Background: an optimization exercise with open tools, aiming at small area, a short achievable clock period and few clock cycles per item. Do not read the settings as production practice.
RTL that was checked went through simulation tests only; none was proved equivalent to the original.

==> inputs of 08-17 <==
Design dedup_fifo_queue, start of the top module:
module dedup_fifo_queue (
   input  logic        clock,
   input  logic        reset,
   input  logic        start,
   output logic        busy,
   input  logic        req_operation,
   input  logic [31:0] req_value,
   output logic        rsp_valid,
   output logic [31:0] rsp_dequeued_value,
   output logic [2:0]  rsp_status,
   output logic [7:0]  rsp_occupancy
);
clock: 7.5 ns
lec_check: 0
cap_margin: 20
core_margin: 2
core_utilization: 40
setup_slack_margin: 3.5
slew_margin: 20
run.sh (not shown) runs the stock make flow with config.mk's settings and CLKGATE_MAP_FILE= SYNTH_SCRIPT=/design/flow/synth_recipe.tcl, a recipe that flattens the netlist after the stock synthesis.
==> 12-09: changes against 08-17 <==
==> flow/design.v (replaced) <==
`timescale 1ns / 1ps
package dfq_pkg;
   localparam int DEPTH  = 128;
   localparam int IDX_W  = $clog2(DEPTH);
   localparam int CNT_W  = $clog2(DEPTH + 1);
   localparam int DATA_W = 32;
   localparam int OCC_W  = 8;
   localparam int KEY_W  = 16;      
   localparam logic [2:0] STATUS_OK    = 3'd0;
   localparam logic [2:0] STATUS_DUP   = 3'd1;
   localparam logic [2:0] STATUS_FULL  = 3'd2;
   localparam logic [2:0] STATUS_EMPTY = 3'd3;
   localparam logic [2:0] STATUS_ZERO  = 3'd4;
endpackage
`timescale 1ns / 1ps
module dfq_ram #(
   parameter int WIDTH = 32,
   parameter int DEPTH = 128
) (
   input  logic                          clock,
   input  logic                          reset,
   input  logic                          wr_en,
   input  logic [$clog2(DEPTH)-1:0]      wr_addr,
   input  logic [WIDTH-1:0]              wr_data,
   input  logic                          clr_en,
   input  logic [$clog2(DEPTH)-1:0]      clr_addr,
   input  logic [$clog2(DEPTH)-1:0]      rd_addr,
   output logic [WIDTH-1:0]              rd_data,
   output logic [DEPTH-1:0][WIDTH-1:0]   q
);
   logic [DEPTH-1:0] we;
   logic [DEPTH-1:0] hold;
   always_comb begin
      for (int i = 0; i < DEPTH; i++) begin
         we[i]   = ~reset & wr_en & (wr_addr == i);
         hold[i] = ~reset & ~(wr_en & (wr_addr == i)) & ~(clr_en & (clr_addr == i));
      end
   end
   assign rd_data = q[rd_addr];
   always_ff @(posedge clock) begin
      for (int i = 0; i < DEPTH; i++) begin
         q[i] <= (q[i] & {WIDTH{hold[i]}}) | (wr_data & {WIDTH{we[i]}});
      end
   end
endmodule
`timescale 1ns / 1ps
module dfq_match #(
   parameter int WIDTH = 32,
   parameter int DEPTH = 128,
   parameter int KEY_W = 16
) (
   input  logic [DEPTH-1:0][WIDTH-1:0] q,
   input  logic [KEY_W-1:0]            key,
   input  logic [DEPTH-1:0]            kill,
   output logic [$clog2(DEPTH)-1:0]    has0,
   output logic [$clog2(DEPTH)-1:0]    has1
);
   localparam int IDX_W = $clog2(DEPTH);
   logic [DEPTH-1:0] cand;
   always_comb begin
      for (int i = 0; i < DEPTH; i++)
         cand[i] = (q[i][KEY_W-1:0] == key) & ~kill[i];
      has0 = '0;
      has1 = '0;
      for (int i = 0; i < DEPTH; i++) begin
         for (int b = 0; b < IDX_W; b++) begin
            if ((i >> b) & 1) has1[b] = has1[b] | cand[i];
            else              has0[b] = has0[b] | cand[i];
         end
      end
   end
endmodule
`timescale 1ns / 1ps
module dedup_fifo_queue (
   input  logic        clock,
   input  logic        reset,
   input  logic        start,
   output logic        busy,
   input  logic        req_operation,
   input  logic [31:0] req_value,
   output logic        rsp_valid,
   output logic [31:0] rsp_dequeued_value,
   output logic [2:0]  rsp_status,
   output logic [7:0]  rsp_occupancy
);
   localparam int DEPTH  = dfq_pkg::DEPTH;
   localparam int IDX_W  = dfq_pkg::IDX_W;
   localparam int CNT_W  = dfq_pkg::CNT_W;
   localparam int DATA_W = dfq_pkg::DATA_W;
   localparam int KEY_W  = dfq_pkg::KEY_W;
   logic              r_v_ff;
   logic              r_op_ff;
   logic [DATA_W-1:0] r_key_ff;
   logic              m_v_ff;
   logic              m_op_ff;
   logic              m_zero_ff;
   logic              m_eqz_ff;         
   logic              m_eqy_ff;         
   logic [DATA_W-1:0] m_key_ff;
   logic [IDX_W-1:0]  m_has0_ff;
   logic [IDX_W-1:0]  m_has1_ff;
   logic [IDX_W-1:0]  m_addr_ff;        
   logic              v_v_ff;
   logic              v_op_ff;
   logic              v_zero_ff;
   logic              v_fwd_ff;         
   logic              v_eqy_ff;
   logic              v_any_ff;
   logic              v_two_ff;
   logic [DATA_W-1:0] v_key_ff;
   logic [DATA_W-1:0] v_rd_ff;
   logic [IDX_W-1:0]  head_ff;
   logic [IDX_W-1:0]  head_p1_ff;       
   logic [IDX_W-1:0]  head_p2_ff;       
   logic              empty_ff;         
   logic [IDX_W-1:0]  tail_ff;
   logic [CNT_W-1:0]  count_ff;
   logic              enq_ff;           
   logic [DEPTH-1:0][DATA_W-1:0] q;
   logic              fb_act_ff;
   logic [IDX_W:0]    fb_cnt_ff;
   logic              fb_found_ff;
   logic              busy_ff;          
   logic              rsp_valid_ff;
   logic [DATA_W-1:0] rsp_value_ff;
   logic [2:0]        rsp_status_ff;
   logic [7:0]        rsp_occ_ff;
   logic [DEPTH-1:0]  kill;
   logic [IDX_W-1:0]  c_has0, c_has1, deq_addr, rd_addr;
   logic [DATA_W-1:0] rd_data;
   logic              c_any, c_two;
   logic              y_deq, empty_after_d;
   logic              multi_next, freeze_next;
   logic              eq_rd, dup, empty, full;
   logic              multi, fb_last, freeze;
   logic              do_enq, do_deq, fwd_rd;
   logic [CNT_W-1:0]  count_in;
   logic [2:0]        status_in;
   assign empty   = empty_ff;
   assign full    = count_ff[CNT_W-1];
   assign eq_rd   = (v_rd_ff == v_key_ff);
   assign multi   = v_v_ff & ~v_op_ff & ~v_zero_ff & v_two_ff;
   assign fb_last = fb_act_ff & fb_cnt_ff[IDX_W];
   assign freeze  = busy_ff;
   assign busy    = busy_ff;
   assign multi_next  = freeze ? multi : (m_v_ff & ~m_op_ff & ~m_zero_ff & c_two);
   assign freeze_next = multi_next & ~(freeze & fb_act_ff & (fb_cnt_ff == (IDX_W + 1)'(DEPTH - 1)));
   assign dup     = multi ? (fb_found_ff | eq_rd)
                          : ((v_any_ff & eq_rd) | v_fwd_ff | (v_eqy_ff & enq_ff));
   assign do_deq  = v_v_ff & v_op_ff & ~empty;
   assign do_enq  = v_v_ff & ~v_op_ff & ~v_zero_ff & ~dup & ~full & ~freeze;
   always_comb begin
      count_in = count_ff;
      if (do_enq) count_in = count_ff + CNT_W'(1);
      if (do_deq) count_in = count_ff - CNT_W'(1);
      if (v_op_ff)        status_in = empty ? dfq_pkg::STATUS_EMPTY : dfq_pkg::STATUS_OK;
      else if (v_zero_ff) status_in = dfq_pkg::STATUS_ZERO;
      else if (dup)       status_in = dfq_pkg::STATUS_DUP;
      else if (full)      status_in = dfq_pkg::STATUS_FULL;
      else                status_in = dfq_pkg::STATUS_OK;
   end
   dfq_ram #(.WIDTH(DATA_W), .DEPTH(DEPTH)) u_entries (
      .clock    (clock),
      .reset    (reset),
      .wr_en    (do_enq),
      .wr_addr  (tail_ff),
      .wr_data  (v_key_ff),
      .clr_en   (do_deq),
      .clr_addr (head_ff),
      .rd_addr  (rd_addr),
      .rd_data  (rd_data),
      .q        (q)
   );
   always_ff @(posedge clock) begin
      if (reset) begin
         head_ff      <= '0;
         head_p1_ff   <= IDX_W'(1);
         head_p2_ff   <= IDX_W'(2);
         empty_ff     <= 1'b1;
         tail_ff      <= '0;
         count_ff     <= '0;
         enq_ff       <= 1'b0;
         fb_act_ff    <= 1'b0;
         busy_ff      <= 1'b0;
         rsp_valid_ff <= 1'b0;
      end else begin
         if (do_enq) tail_ff <= tail_ff + IDX_W'(1);
         if (do_deq) begin
            head_ff    <= head_p1_ff;
            head_p1_ff <= head_p2_ff;
            head_p2_ff <= head_p2_ff + IDX_W'(1);
         end
         count_ff     <= count_in;
         empty_ff     <= (count_in == '0);
         if (!freeze) enq_ff <= do_enq;
         fb_act_ff    <= freeze;
         busy_ff      <= freeze_next;
         rsp_valid_ff <= v_v_ff & ~freeze;
      end
      fb_cnt_ff   <= fb_act_ff ? fb_cnt_ff + (IDX_W + 1)'(1) : '0;
      fb_found_ff <= fb_act_ff & (fb_found_ff | (eq_rd & (fb_cnt_ff != '0)));
      rsp_value_ff  <= do_deq ? v_rd_ff : '0;
      rsp_status_ff <= status_in;
      rsp_occ_ff    <= 8'(count_in);
   end
   assign rd_addr = (fb_act_ff & ~fb_last) ? fb_cnt_ff[IDX_W-1:0] : m_addr_ff;
   assign c_two   = |(m_has0_ff & m_has1_ff);
   assign c_any   = m_has0_ff[0] | m_has1_ff[0];
   assign fwd_rd = m_op_ff & v_v_ff & ~v_op_ff & ~v_zero_ff & empty & ~freeze;
   always_ff @(posedge clock) begin
      if (reset) begin
         v_v_ff <= 1'b0;
      end else if (!freeze) begin
         v_v_ff <= m_v_ff;
      end
      if (!freeze) begin
         v_op_ff   <= m_op_ff;
         v_zero_ff <= m_zero_ff;
         v_key_ff  <= m_key_ff;
         v_fwd_ff  <= m_eqz_ff & enq_ff & ~(do_deq & (count_ff == CNT_W'(1)));
         v_eqy_ff  <= m_eqy_ff;
         v_any_ff  <= c_any & ~(do_deq & (m_has1_ff == head_ff));
         v_two_ff  <= c_two;
      end
      if (!freeze || fb_act_ff) begin
         v_rd_ff <= fwd_rd ? v_key_ff : rd_data;
      end
   end
   always_comb begin
      for (int i = 0; i < DEPTH; i++) kill[i] = do_deq & (head_ff == i);
   end
   dfq_match #(.WIDTH(DATA_W), .DEPTH(DEPTH), .KEY_W(KEY_W)) u_match (
      .q    (q),
      .key  (r_key_ff[KEY_W-1:0]),
      .kill (kill),
      .has0 (c_has0),
      .has1 (c_has1)
   );
   assign empty_after_d = (empty_ff & ~(v_v_ff & ~v_op_ff & ~v_zero_ff)) |
                          (do_deq & (count_ff == CNT_W'(1)));
   assign y_deq    = m_v_ff & m_op_ff & ~empty_after_d;
   assign deq_addr = (do_deq & y_deq) ? head_p2_ff : ((do_deq | y_deq) ? head_p1_ff : head_ff);
   always_ff @(posedge clock) begin
      if (reset) begin
         m_v_ff <= 1'b0;
      end else if (!freeze) begin
         m_v_ff <= r_v_ff;
      end
      if (!freeze) begin
         m_op_ff   <= r_op_ff;
         m_key_ff  <= r_key_ff;
         m_zero_ff <= (r_key_ff == '0);
         m_eqz_ff  <= (r_key_ff == v_key_ff);
         m_eqy_ff  <= (r_key_ff == m_key_ff);
         m_has0_ff <= c_has0;
         m_has1_ff <= c_has1;
         m_addr_ff <= r_op_ff ? deq_addr : c_has1;
      end
   end
   always_ff @(posedge clock) begin
      if (reset) begin
         r_v_ff <= 1'b0;
      end else if (!freeze) begin
         r_v_ff <= start;
      end
      if (!freeze) begin
         r_op_ff  <= req_operation;
         r_key_ff <= req_value;
      end
   end
   assign rsp_valid          = rsp_valid_ff;
   assign rsp_dequeued_value = rsp_value_ff;
   assign rsp_status         = rsp_status_ff;
   assign rsp_occupancy      = rsp_occ_ff;
endmodule
Settings changed: SETUP_SLACK_MARGIN 3.5 to 4.0.
==> 07-14: changes against 08-17 <==
==> flow/design.v (replaced) <==
`timescale 1ns / 1ps
package dfq_pkg;
   localparam int DEPTH  = 128;
   localparam int IDX_W  = $clog2(DEPTH);
   localparam int CNT_W  = $clog2(DEPTH + 1);
   localparam int DATA_W = 32;
   localparam int OCC_W  = 8;
   localparam int KEY_W  = 16;      
   localparam logic [2:0] STATUS_OK    = 3'd0;
   localparam logic [2:0] STATUS_DUP   = 3'd1;
   localparam logic [2:0] STATUS_FULL  = 3'd2;
   localparam logic [2:0] STATUS_EMPTY = 3'd3;
   localparam logic [2:0] STATUS_ZERO  = 3'd4;
endpackage
`timescale 1ns / 1ps
module dfq_ram #(
   parameter int WIDTH = 32,
   parameter int DEPTH = 128
) (
   input  logic                          clock,
   input  logic                          reset,
   input  logic                          wr_en,
   input  logic [$clog2(DEPTH)-1:0]      wr_addr,
   input  logic [WIDTH-1:0]              wr_data,
   input  logic                          clr_en,
   input  logic [$clog2(DEPTH)-1:0]      clr_addr,
   input  logic [$clog2(DEPTH)-1:0]      rd_addr,
   output logic [WIDTH-1:0]              rd_data,
   output logic [DEPTH-1:0][WIDTH-1:0]   q
);
   logic [DEPTH-1:0] we;
   logic [DEPTH-1:0] hold;
   always_comb begin
      for (int i = 0; i < DEPTH; i++) begin
         we[i]   = ~reset & wr_en & (wr_addr == i);
         hold[i] = ~reset & ~(wr_en & (wr_addr == i)) & ~(clr_en & (clr_addr == i));
      end
   end
   assign rd_data = q[rd_addr];
   always_ff @(posedge clock) begin
      for (int i = 0; i < DEPTH; i++) begin
         q[i] <= (q[i] & {WIDTH{hold[i]}}) | (wr_data & {WIDTH{we[i]}});
      end
   end
endmodule
`timescale 1ns / 1ps
module dfq_match #(
   parameter int WIDTH = 32,
   parameter int DEPTH = 128,
   parameter int KEY_W = 16
) (
   input  logic [DEPTH-1:0][WIDTH-1:0] q,
   input  logic [KEY_W-1:0]            key,
   input  logic [DEPTH-1:0]            kill,
   output logic [$clog2(DEPTH)-1:0]    has0,
   output logic [$clog2(DEPTH)-1:0]    has1
);
   localparam int IDX_W = $clog2(DEPTH);
   logic [DEPTH-1:0] cand;
   always_comb begin
      for (int i = 0; i < DEPTH; i++)
         cand[i] = (q[i][KEY_W-1:0] == key) & ~kill[i];
      has0 = '0;
      has1 = '0;
      for (int i = 0; i < DEPTH; i++) begin
         for (int b = 0; b < IDX_W; b++) begin
            if ((i >> b) & 1) has1[b] = has1[b] | cand[i];
            else              has0[b] = has0[b] | cand[i];
         end
      end
   end
endmodule
`timescale 1ns / 1ps
module dedup_fifo_queue (
   input  logic        clock,
   input  logic        reset,
   input  logic        start,
   output logic        busy,
   input  logic        req_operation,
   input  logic [31:0] req_value,
   output logic        rsp_valid,
   output logic [31:0] rsp_dequeued_value,
   output logic [2:0]  rsp_status,
   output logic [7:0]  rsp_occupancy
);
   localparam int DEPTH  = dfq_pkg::DEPTH;
   localparam int IDX_W  = dfq_pkg::IDX_W;
   localparam int CNT_W  = dfq_pkg::CNT_W;
   localparam int DATA_W = dfq_pkg::DATA_W;
   localparam int KEY_W  = dfq_pkg::KEY_W;
   logic              r_v_ff;
   logic              r_op_ff;
   logic [DATA_W-1:0] r_key_ff;
   logic              m_v_ff;
   logic              m_op_ff;
   logic              m_zero_ff;
   logic              m_eqz_ff;         
   logic              m_eqy_ff;         
   logic [DATA_W-1:0] m_key_ff;
   logic [IDX_W-1:0]  m_has0_ff;
   logic [IDX_W-1:0]  m_has1_ff;
   logic [IDX_W-1:0]  m_addr_ff;        
   logic              v_v_ff;
   logic              v_op_ff;
   logic              v_zero_ff;
   logic              v_fwd_ff;         
   logic              v_eqy_ff;
   logic              v_any_ff;
   logic              v_two_ff;
   logic [DATA_W-1:0] v_key_ff;
   logic [DATA_W-1:0] v_rd_ff;
   logic [IDX_W-1:0]  head_ff;
   logic [IDX_W-1:0]  head_p1_ff;       
   logic [IDX_W-1:0]  head_p2_ff;       
   logic              empty_ff;         
   logic [IDX_W-1:0]  tail_ff;
   logic [CNT_W-1:0]  count_ff;
   logic              enq_ff;           
   logic [DEPTH-1:0][DATA_W-1:0] q;
   logic              fb_act_ff;
   logic [IDX_W:0]    fb_cnt_ff;
   logic              fb_found_ff;
   logic              busy_ff;          
   logic              rsp_valid_ff;
   logic [DATA_W-1:0] rsp_value_ff;
   logic [2:0]        rsp_status_ff;
   logic [7:0]        rsp_occ_ff;
   logic [DEPTH-1:0]  kill;
   logic [IDX_W-1:0]  c_has0, c_has1, deq_addr, rd_addr;
   logic [DATA_W-1:0] rd_data;
   logic              c_any, c_two;
   logic              y_deq, empty_after_d;
   logic              multi_next, freeze_next;
   logic              eq_rd, dup, empty, full;
   logic              multi, fb_last, freeze;
   logic              do_enq, do_deq, fwd_rd;
   logic [CNT_W-1:0]  count_in;
   logic [2:0]        status_in;
   assign empty   = empty_ff;
   assign full    = count_ff[CNT_W-1];
   assign eq_rd   = (v_rd_ff == v_key_ff);
   assign multi   = v_v_ff & ~v_op_ff & ~v_zero_ff & v_two_ff;
   assign fb_last = fb_act_ff & fb_cnt_ff[IDX_W];
   assign freeze  = busy_ff;
   assign busy    = busy_ff;
   assign multi_next  = freeze ? multi : (m_v_ff & ~m_op_ff & ~m_zero_ff & c_two);
   assign freeze_next = multi_next & ~(freeze & fb_act_ff & (fb_cnt_ff == (IDX_W + 1)'(DEPTH - 1)));
   assign dup     = multi ? (fb_found_ff | eq_rd)
                          : ((v_any_ff & eq_rd) | v_fwd_ff | (v_eqy_ff & enq_ff));
   assign do_deq  = v_v_ff & v_op_ff & ~empty;
   assign do_enq  = v_v_ff & ~v_op_ff & ~v_zero_ff & ~dup & ~full & ~freeze;
   always_comb begin
      count_in = count_ff;
      if (do_enq) count_in = count_ff + CNT_W'(1);
      if (do_deq) count_in = count_ff - CNT_W'(1);
      if (v_op_ff)        status_in = empty ? dfq_pkg::STATUS_EMPTY : dfq_pkg::STATUS_OK;
      else if (v_zero_ff) status_in = dfq_pkg::STATUS_ZERO;
      else if (dup)       status_in = dfq_pkg::STATUS_DUP;
      else if (full)      status_in = dfq_pkg::STATUS_FULL;
      else                status_in = dfq_pkg::STATUS_OK;
   end
   dfq_ram #(.WIDTH(DATA_W), .DEPTH(DEPTH)) u_entries (
      .clock    (clock),
      .reset    (reset),
      .wr_en    (do_enq),
      .wr_addr  (tail_ff),
      .wr_data  (v_key_ff),
      .clr_en   (do_deq),
      .clr_addr (head_ff),
      .rd_addr  (rd_addr),
      .rd_data  (rd_data),
      .q        (q)
   );
   always_ff @(posedge clock) begin
      if (reset) begin
         head_ff      <= '0;
         head_p1_ff   <= IDX_W'(1);
         head_p2_ff   <= IDX_W'(2);
         empty_ff     <= 1'b1;
         tail_ff      <= '0;
         count_ff     <= '0;
         enq_ff       <= 1'b0;
         fb_act_ff    <= 1'b0;
         busy_ff      <= 1'b0;
         rsp_valid_ff <= 1'b0;
      end else begin
         if (do_enq) tail_ff <= tail_ff + IDX_W'(1);
         if (do_deq) begin
            head_ff    <= head_p1_ff;
            head_p1_ff <= head_p2_ff;
            head_p2_ff <= head_p2_ff + IDX_W'(1);
         end
         count_ff     <= count_in;
         empty_ff     <= (count_in == '0);
         if (!freeze) enq_ff <= do_enq;
         fb_act_ff    <= freeze;
         busy_ff      <= freeze_next;
         rsp_valid_ff <= v_v_ff & ~freeze;
      end
      fb_cnt_ff   <= fb_act_ff ? fb_cnt_ff + (IDX_W + 1)'(1) : '0;
      fb_found_ff <= fb_act_ff & (fb_found_ff | (eq_rd & (fb_cnt_ff != '0)));
      rsp_value_ff  <= do_deq ? v_rd_ff : '0;
      rsp_status_ff <= status_in;
      rsp_occ_ff    <= 8'(count_in);
   end
   assign rd_addr = (fb_act_ff & ~fb_last) ? fb_cnt_ff[IDX_W-1:0] : m_addr_ff;
   assign c_two   = |(m_has0_ff & m_has1_ff);
   assign c_any   = m_has0_ff[0] | m_has1_ff[0];
   assign fwd_rd = m_op_ff & v_v_ff & ~v_op_ff & ~v_zero_ff & empty & ~freeze;
   always_ff @(posedge clock) begin
      if (reset) begin
         v_v_ff <= 1'b0;
      end else if (!freeze) begin
         v_v_ff <= m_v_ff;
      end
      if (!freeze) begin
         v_op_ff   <= m_op_ff;
         v_zero_ff <= m_zero_ff;
         v_key_ff  <= m_key_ff;
         v_fwd_ff  <= m_eqz_ff & enq_ff & ~(do_deq & (count_ff == CNT_W'(1)));
         v_eqy_ff  <= m_eqy_ff;
         v_any_ff  <= c_any & ~(do_deq & (m_has1_ff == head_ff));
         v_two_ff  <= c_two;
      end
      if (!freeze || fb_act_ff) begin
         v_rd_ff <= fwd_rd ? v_key_ff : rd_data;
      end
   end
   always_comb begin
      for (int i = 0; i < DEPTH; i++) kill[i] = do_deq & (head_ff == i);
   end
   dfq_match #(.WIDTH(DATA_W), .DEPTH(DEPTH), .KEY_W(KEY_W)) u_match (
      .q    (q),
      .key  (r_key_ff[KEY_W-1:0]),
      .kill (kill),
      .has0 (c_has0),
      .has1 (c_has1)
   );
   assign empty_after_d = (empty_ff & ~(v_v_ff & ~v_op_ff & ~v_zero_ff)) |
                          (do_deq & (count_ff == CNT_W'(1)));
   assign y_deq    = m_v_ff & m_op_ff & ~empty_after_d;
   assign deq_addr = (do_deq & y_deq) ? head_p2_ff : ((do_deq | y_deq) ? head_p1_ff : head_ff);
   always_ff @(posedge clock) begin
      if (reset) begin
         m_v_ff <= 1'b0;
      end else if (!freeze) begin
         m_v_ff <= r_v_ff;
      end
      if (!freeze) begin
         m_op_ff   <= r_op_ff;
         m_key_ff  <= r_key_ff;
         m_zero_ff <= (r_key_ff == '0);
         m_eqz_ff  <= (r_key_ff == v_key_ff);
         m_eqy_ff  <= (r_key_ff == m_key_ff);
         m_has0_ff <= c_has0;
         m_has1_ff <= c_has1;
         m_addr_ff <= r_op_ff ? deq_addr : c_has1;
      end
   end
   always_ff @(posedge clock) begin
      if (reset) begin
         r_v_ff <= 1'b0;
      end else if (!freeze) begin
         r_v_ff <= start;
      end
      if (!freeze) begin
         r_op_ff  <= req_operation;
         r_key_ff <= req_value;
      end
   end
   assign rsp_valid          = rsp_valid_ff;
   assign rsp_dequeued_value = rsp_value_ff;
   assign rsp_status         = rsp_status_ff;
   assign rsp_occupancy      = rsp_occ_ff;
endmodule
Settings changed: CTS_CLUSTER_DIAMETER set to 60, CTS_CLUSTER_SIZE set to 20, SETUP_SLACK_MARGIN 3.5 to 4.0.
==> flow_summary.json <==
{
  "outcome": "did not finish",
  "haltStage": "global routing",
  "firstError": "[ERROR GRT-0116] Global routing finished with congestion. Check the congestion regions in the DRC Viewer.",
  "grt_pass1_wl_mm": 2900,
  "met1_usage_pct": 88.8,
  "met3_usage_pct": 81.7,
  "synth.most_common_cell": "a22o_1",
  "ys_top_cells_by_area": "dfxtp_1, a22o_1, xor2_1, edfxtp_1, a22oi_1",
  "muxShareOfSynthArea_pct": 0.0204,
  "die_h_um": 704,
  "rows": 257,
  "cts_setup_buffers": 268,
  "grt_usage_pct": 87.4,
  "cts.sinks": 4442,
  "place_ws_ps": -102,
  "placed_cells": 24800,
  "ys_ff_latch": 4442,
  "synth_top_area_share_pct": 42.7
}
Source of the figures above: 08-17

==> flow_summary.json <==
{
  "grt_pass1_wl_mm": 1400,
  "cts_setup_buffers": 341,
  "met1_usage_pct": 49.1,
  "placed_cells": 25600,
  "grt_usage_pct": 38.3,
  "die_h_um": 712,
  "outcome": "finished clean",
  "cts.sinks": 4352,
  "ys_top_cells_by_area": "dfxtp_1, a22o_1, xor2_1, nand2_1, mux2i_1",
  "place_ws_ps": 1740,
  "muxShareOfSynthArea_pct": 5.37
}
Source of the figures above: 12-09

==> flow_summary.json <==
{
  "grt_pass1_wl_mm": 1400,
  "outcome": "finished clean",
  "ys_ff_latch": 4352,
  "synth_top_area_share_pct": 41.8,
  "die_h_um": 712,
  "dr_wl_met2_mm": 402,
  "place_ws_ps": 1740,
  "final_common_cell": "dfxtp_1",
  "rows": 260,
  "grt_usage_pct": 38.2,
  "cts.sinks": 4352,
  "ys_top_cells_by_area": "dfxtp_1, a22o_1, xor2_1, nand2_1, mux2i_1",
  "rsz0062_at_grt": "yes",
  "cts_setup_buffers": 375,
  "met1_usage_pct": 49.2,
  "met3_usage_pct": 16.0
}
Source of the figures above: 07-14

Testbench counts of 12-09, summed over its fixed seeds: cycles 16,032, ops 16,000.
Testbench counts of 07-14, summed over its fixed seeds: cycles 16,032, ops 16,000.
For 08-17, only the layout was checked, not whether the RTL still works.

## what the ideal ports hide
The results above use ideal ports. As a check the final layouts listed here were re-extracted and re-timed, cells and wires unchanged.
Step 1 sets driving cells, clkbuf_16 on the clock port and buf_2 on the other inputs (assumed; they add their load-dependent delay and slew).
Step 2 adds t to the input delays and takes it off the output delays; t is the mean of the earliest and latest rising clock arrival at the registers after step 1. Input paths then give back, and output paths get back, about the clock's delay inside the block.
Slacks: no drivers / after step 1 / after step 2; pairs: no drivers / after step 1.
| run | shift t [ns] | setup slack, ns | worst setup path at the end | latest minus earliest clock arrival (ns) | pins driven straight from the clock port |
|---|---|---|---|---|---|
| 12-09 | 1.216 | 3.583 / 3.583 / 2.861 | input to register | 0.183 / 0.183 | 1 |
| 07-14 | 1.203 | 3.378 / 3.378 / 2.851 | input to register | 0.173 / 0.173 | 1 |
After both steps setup and hold are still met in every run listed. For 12-09, which loses most, drivers alone change the setup slack by 0.000 ns; drivers and shift together by -0.722 ns.
